Source: an optimization exercise on an open RTL-to-GDS flow (aim: small area and a short achievable clock period). Production flows keep margins and buffers that such runs may drop.
The RTL was checked by simulation tests, not by an equivalence proof against the original design.

== run A ==
==> flow/design.v <==
module vga_box_compositor #(
  parameter int COLOR_W  = 4,
  parameter int N_BOX    = 4,
  parameter int CW       = 10,
  parameter int H_ACTIVE = 640,
  parameter int H_FP     = 16,
  parameter int H_SYNC   = 96,
  parameter int H_BP     = 48,
  parameter int V_ACTIVE = 480,
  parameter int V_FP     = 10,
  parameter int V_SYNC   = 2,
  parameter int V_BP     = 33,
  localparam int IDX_W   = (N_BOX > 1) ? $clog2(N_BOX) : 1
) (
  input  logic                   clk,
  input  logic                   rst_n,
  input  logic                   pix_en,
  input  logic [3*COLOR_W-1:0]   bg_rgb,
  input  logic                   cfg_valid,
  output logic                   cfg_ready,
  input  logic [IDX_W-1:0]       cfg_idx,
  input  logic [CW-1:0]          cfg_x0,
  input  logic [CW-1:0]          cfg_y0,
  input  logic [CW-1:0]          cfg_x1,
  input  logic [CW-1:0]          cfg_y1,
  input  logic [3*COLOR_W-1:0]   cfg_rgb,
  input  logic [2:0]             cfg_alpha,
  input  logic                   cfg_en,
  output logic [COLOR_W-1:0]     vga_r,
  output logic [COLOR_W-1:0]     vga_g,
  output logic [COLOR_W-1:0]     vga_b,
  output logic                   vga_hs,
  output logic                   vga_vs,
  output logic                   frame_start
);
  localparam int H_TOTAL = H_ACTIVE + H_FP + H_SYNC + H_BP;
  localparam int V_TOTAL = V_ACTIVE + V_FP + V_SYNC + V_BP;
  localparam int RGB_W   = 3 * COLOR_W;
  localparam int YW      = $clog2(V_ACTIVE + 1);    
  logic [CW-1:0] h, v, h_next, v_next;
  logic          last_h, commit_pos, commit_pos_i, commit, cfg_we;
  assign last_h     = (h == CW'(H_TOTAL - 1));
  assign cfg_ready  = !(pix_en && commit_pos);
  assign commit     = pix_en && commit_pos_i;
  assign cfg_we     = cfg_valid && !commit;
  assign h_next     = last_h ? '0 : h + 1'b1;
  assign v_next     = (v == CW'(V_TOTAL - 1)) ? '0 : v + 1'b1;
  always_ff @(posedge clk or negedge rst_n) begin
    if (!rst_n) begin
      h          <= '0;
      v          <= '0;
      commit_pos <= 1'b0;
    end else if (pix_en) begin
      h          <= h_next;
      commit_pos <= (h == CW'(H_TOTAL - 2)) && (v == CW'(V_ACTIVE - 1));
      if (last_h)
        v <= v_next;
    end
  end
  always_ff @(posedge clk or negedge rst_n) begin
    if (!rst_n)
      commit_pos_i <= 1'b0;
    else
      commit_pos_i <= (v == CW'(V_ACTIVE - 1)) && (pix_en ? (h == CW'(H_TOTAL - 2)) : last_h);
  end
  logic [CW-1:0]    p_x0 [N_BOX], p_x1 [N_BOX];
  logic [YW-1:0]    p_y0 [N_BOX], p_y1 [N_BOX];
  logic [RGB_W-1:0] p_rgb [N_BOX];
  logic [2:0]       p_sel [N_BOX];
  logic [CW-1:0]    a_x0 [N_BOX], a_x1 [N_BOX];
  logic [YW-1:0]    a_y0 [N_BOX], a_y1 [N_BOX];
  logic [RGB_W-1:0] a_rgb [N_BOX];
  logic [2:0]       a_sel [N_BOX];
  logic [2:0] w_sel;
  assign w_sel = {cfg_en && (cfg_alpha != 3'd0),
                  cfg_alpha[2] || (cfg_alpha[1] && !cfg_alpha[0]),
                  cfg_alpha[2] || (cfg_alpha[1] && cfg_alpha[0])};
  logic [YW-1:0] w_y0, w_y1;
  assign w_y0 = (cfg_y0 >= CW'(V_ACTIVE)) ? YW'(V_ACTIVE) : cfg_y0[YW-1:0];
  assign w_y1 = (cfg_y1 >= CW'(V_ACTIVE)) ? YW'(V_ACTIVE) : cfg_y1[YW-1:0];
  for (genvar i = 0; i < N_BOX; i++) begin : g_bank
    logic we;
    assign we = cfg_we && (cfg_idx == IDX_W'(i));
    always_ff @(posedge clk) begin
      if (we) begin
        p_x0[i]  <= cfg_x0;
        p_y0[i]  <= w_y0;
        p_x1[i]  <= cfg_x1;
        p_y1[i]  <= w_y1;
        p_rgb[i] <= cfg_rgb;
      end
    end
    always_ff @(posedge clk or negedge rst_n) begin
      if (!rst_n)
        p_sel[i][2] <= 1'b0;
      else if (we)
        p_sel[i][2] <= w_sel[2];
    end
    always_ff @(posedge clk) begin
      if (we)
        p_sel[i][1:0] <= w_sel[1:0];
    end
    always_ff @(posedge clk) begin
      if (commit) begin
        a_x0[i]  <= p_x0[i];
        a_y0[i]  <= p_y0[i];
        a_x1[i]  <= p_x1[i];
        a_y1[i]  <= p_y1[i];
        a_rgb[i] <= p_rgb[i];
      end
    end
    always_ff @(posedge clk or negedge rst_n) begin
      if (!rst_n)
        a_sel[i][2] <= 1'b0;
      else if (commit)
        a_sel[i][2] <= p_sel[i][2];
    end
    always_ff @(posedge clk) begin
      if (commit)
        a_sel[i][1:0] <= p_sel[i][1:0];
    end
  end
  logic [N_BOX-1:0] yin;
  logic             y_slot;
  logic [YW-1:0]    y0_s, y1_s;
  assign y_slot = (h[CW-1:2] == (CW-2)'((H_ACTIVE + 4) >> 2));
  assign y0_s   = a_y0[h[1:0]];
  assign y1_s   = a_y1[h[1:0]];
  always_ff @(posedge clk) begin
    for (int i = 0; i < N_BOX; i++)
      if (y_slot && h[1:0] == 2'(i))
        yin[i] <= (CW'(y0_s) <= v_next) && (v_next < CW'(y1_s));
  end
  logic [N_BOX-1:0] xge, xlt, hit;
  logic             h_zero;
  assign h_zero = (h == '0);
  always_ff @(posedge clk) begin
    if (pix_en) begin
      xge[0] <= (h_next == a_x0[0]) || (xge[0] && !last_h);
      xlt[0] <= (h_next != a_x1[0]) && (xlt[0] || last_h);
      for (int i = 1; i < N_BOX; i++) begin
        xge[i] <= (h == a_x0[i]) || (xge[i] && !h_zero);
        xlt[i] <= (h != a_x1[i]) && (xlt[i] || h_zero);
      end
    end
  end
  assign hit = xge & xlt & yin;
  function automatic [COLOR_W-1:0] avg(input [COLOR_W-1:0] x, input [COLOR_W-1:0] y);
    reg [COLOR_W:0] k;
    integer b;
    begin
      k[0] = 1'b0;
      for (b = 0; b < COLOR_W; b = b + 1)
        k[b+1] = (x[b] & y[b]) | (k[b] & (x[b] ^ y[b]));
      avg = {k[COLOR_W], x[COLOR_W-1:1] ^ y[COLOR_W-1:1] ^ k[COLOR_W-1:1]};
    end
  endfunction
  function automatic [COLOR_W-1:0] mix(input [2:0] sel, input [COLOR_W-1:0] c, input [COLOR_W-1:0] p);
    mix = avg(avg(sel[2] ? c : p, sel[1] ? c : p), sel[0] ? c : p);
  endfunction
  logic [RGB_W-1:0] mid, mid_q, col_q, blend;
  always_comb begin
    logic [2:0] sel;
    sel = (hit[0] && a_sel[0][2]) ? a_sel[0] : 3'b000;
    for (int ch = 0; ch < 3; ch++)
      mid[ch*COLOR_W +: COLOR_W] = mix(sel, a_rgb[0][ch*COLOR_W +: COLOR_W], bg_rgb[ch*COLOR_W +: COLOR_W]);
  end
  always_comb begin
    logic [2:0] sel;
    blend = mid_q;
    for (int i = 1; i < N_BOX; i++) begin
      sel = (hit[i] && a_sel[i][2]) ? a_sel[i] : 3'b000;
      for (int ch = 0; ch < 3; ch++)
        blend[ch*COLOR_W +: COLOR_W] = mix(sel, a_rgb[i][ch*COLOR_W +: COLOR_W], blend[ch*COLOR_W +: COLOR_W]);
    end
  end
  always_ff @(posedge clk) begin
    if (pix_en) begin
      mid_q <= mid;
      col_q <= blend;
    end
  end
  logic h_ge2, vis, tick_q;
  assign h_ge2 = (h >= CW'(2));
  assign vis   = h_ge2 && (h < CW'(H_ACTIVE + 2)) && (v < CW'(V_ACTIVE));
  assign vga_r  = vis ? col_q[3*COLOR_W-1:2*COLOR_W] : '0;
  assign vga_g  = vis ? col_q[2*COLOR_W-1:COLOR_W]   : '0;
  assign vga_b  = vis ? col_q[COLOR_W-1:0]           : '0;
  assign vga_hs = !((h >= CW'(H_ACTIVE + H_FP + 2)) && (h < CW'(H_ACTIVE + H_FP + H_SYNC + 2)));
  assign vga_vs = h_ge2 ? !((v >= CW'(V_ACTIVE + V_FP)) && (v < CW'(V_ACTIVE + V_FP + V_SYNC)))
                        : !((v >= CW'(V_ACTIVE + V_FP + 1)) && (v < CW'(V_ACTIVE + V_FP + V_SYNC + 1)));
  always_ff @(posedge clk)
    tick_q <= pix_en;
  assign frame_start = tick_q && (h == CW'(2)) && (v == '0);
endmodule
clock: 20.0 ns
lec_check: 0
cap_margin: 20
core_margin: 2
core_utilization: 40
cts_buf_list: sky130_fd_sc_hd__clkbuf_8
cts_cluster_diameter: 50
cts_cluster_size: 20
slew_margin: 20
standard.sh (not shown) runs the stock make flow with config.mk's settings and CLKGATE_MAP_FILE= SYNTH_SCRIPT=/design/flow/synth_recipe.tcl, a recipe that flattens the netlist after the stock synthesis.
==> flow/flow/run.sh <==
#!/bin/bash
export BUFFER_PORTS_ARGS="-buffer_cell sky130_fd_sc_hd__buf_1"
export SETUP_SLACK_MARGIN=11.7
export CTS_ARGS="-sink_clustering_enable -repair_clock_nets -dont_use_dummy_load -buf_list sky130_fd_sc_hd__clkbuf_8 -sink_clustering_size 20 -sink_clustering_max_diameter 50"
bash standard.sh > standard.log 2>&1
Inputs modified between run A and run B:
==> flow/flow/run.sh <==
#!/bin/bash
export BUFFER_PORTS_ARGS="-buffer_cell sky130_fd_sc_hd__buf_1"
export SETUP_SLACK_MARGIN=11.78
bash standard.sh > standard.log 2>&1
--- a/flow/config.mk
+++ b/flow/config.mk
@@ -10,4 +10,4 @@
-export CORE_UTILIZATION = 40
-export CTS_BUF_LIST = sky130_fd_sc_hd__clkbuf_8
-export CTS_CLUSTER_DIAMETER = 50
-export CTS_CLUSTER_SIZE = 20
+export CORE_UTILIZATION = 60
+export CTS_BUF_LIST = sky130_fd_sc_hd__clkbuf_16
+export CTS_CLUSTER_DIAMETER = 65
+export CTS_CLUSTER_SIZE = 35
### Flow results
- Worst setup slack before clock tree synthesis in run B is 0.016 ns lower than in run A
- Relative to run A, global routing usage on met2 increased by 11 points in run B.
- Run A → run B: slew at the pin closest to its max-slew limit went down, total routing resource utilization after global routing grew by 5.9 points, total detailed-routing wirelength went down 7.4%, register clock-pin slew on the reported worst setup and hold paths went up 0.02 ns, site row count saw a decrease.
- Fraction of the cycle the final worst path needs: run A vs run B, no meaningful difference
--- input diff run B..run C ---
--- a/flow/flow/run.sh
+++ b/flow/flow/run.sh
@@ -3 +3,2 @@
-export SETUP_SLACK_MARGIN=11.78
+export SETUP_SLACK_MARGIN=11.7
+export CTS_ARGS="-sink_clustering_enable -repair_clock_nets -dont_use_dummy_load -buf_list sky130_fd_sc_hd__clkbuf_16 -sink_clustering_size 30 -sink_clustering_max_diameter 60"
--- a/flow/config.mk
+++ b/flow/config.mk
@@ -10 +10 @@
-export CORE_UTILIZATION = 60
+export CORE_UTILIZATION = 40
@@ -12,2 +12,2 @@
-export CTS_CLUSTER_DIAMETER = 65
-export CTS_CLUSTER_SIZE = 35
+export CTS_CLUSTER_DIAMETER = 60
+export CTS_CLUSTER_SIZE = 30
Run C finished all stages; the layout is clean.
On run C: final design area excluding fillers is 0.42% lower than what run B gave.
Compared with run B, full die area in run C increased by more than a quarter.
Overall via count from detail_route in run C vs run B: down about 0.3%
[inputs] run D vs run C
==> flow/flow/run.sh <==
#!/bin/bash
export BUFFER_PORTS_ARGS="-buffer_cell sky130_fd_sc_hd__buf_1"
export SETUP_SLACK_MARGIN=11.7
bash standard.sh > standard.log 2>&1
--- a/flow/config.mk
+++ b/flow/config.mk
@@ -12,2 +12,2 @@
-export CTS_CLUSTER_DIAMETER = 60
-export CTS_CLUSTER_SIZE = 30
+export CTS_CLUSTER_DIAMETER = 70
+export CTS_CLUSTER_SIZE = 45
### Flow results
Maximum frequency of run C is on par with run D. In run D, the post-detailed-route via-to-cell ratio came out 0.069 below the value in run C. Summary of run D over run C: worst slack on hold paths increased 0.059 ns, setup slack level, relative slew slack went down, met3 track utilization from global routing fell 0.36 points. Wire: run D routes less than run C. Looking at overall fraction of global-route tracks in use, run D sits 0.19 points below run C. The share of the cycle needed by the critical path after routing was comparable across run C and run D.
Modified inputs, run E compared to run D
--- a/flow/config.mk
+++ b/flow/config.mk
@@ -11,3 +11 @@
-export CTS_BUF_LIST = sky130_fd_sc_hd__clkbuf_16
-export CTS_CLUSTER_DIAMETER = 70
-export CTS_CLUSTER_SIZE = 45
+export CTS_BUF_LIST = sky130_fd_sc_hd__clkbuf_4 sky130_fd_sc_hd__clkbuf_8
--- outcome ---
Diff run D -> run E: multi-input logic portion of the cell area went down, synthesized flop and latch total now sits at about the same level, global-route wire length before repair moved up. Comparing run D with run E, the clock tree buffer depth came out essentially unchanged. From run D to run E the numbers moved as follows: cell count has increased, violation count after the first detailed-route iteration has decreased, global-route usage has increased. Run E -> run D: largest fanout on the critical path delta 0, exact match.

-- static timing again, ports no longer ideal --
No port has a modelled driver above. Below, the same layouts with a new extraction and two added sets of constraints. Step 1 (the two cells are an assumption about what drives the block):
set clk [get_ports {clk}]
set_driving_cell -lib_cell sky130_fd_sc_hd__clkbuf_16 $clk
set_driving_cell -lib_cell sky130_fd_sc_hd__buf_2 [delete_from_list [all_inputs] $clk]
Step 2 adds t to the input delays and takes it off the output delays; t is the mean of the earliest and latest rising clock arrival at the registers after step 1. Input paths then give back, and output paths get back, about the clock's delay inside the block. a / b / c = ideal / step 1 / step 2; a / b = the first two.
run	t (ns)	slack for setup (ns)	hold WS [ns]	worst setup path after step 2	clock arrival spread, ns
run A	0.656	11.698 / 11.638 / 11.638	0.365 / 0.365 / 0.365	input to output	0.109 / 0.108
run B	0.652	11.691 / 11.635 / 11.635	0.394 / 0.394 / 0.394	input to output	0.030 / 0.030
run C	0.585	11.701 / 11.641 / 11.641	0.353 / 0.353 / 0.353	input to output	0.077 / 0.077
run D	0.659	11.699 / 11.638 / 11.638	0.412 / 0.412 / 0.412	input to output	0.033 / 0.033
run E	0.672	11.699 / 11.638 / 11.638	0.397 / 0.397 / 0.397	input to output	0.036 / 0.036
After both steps every run listed still meets setup and hold.
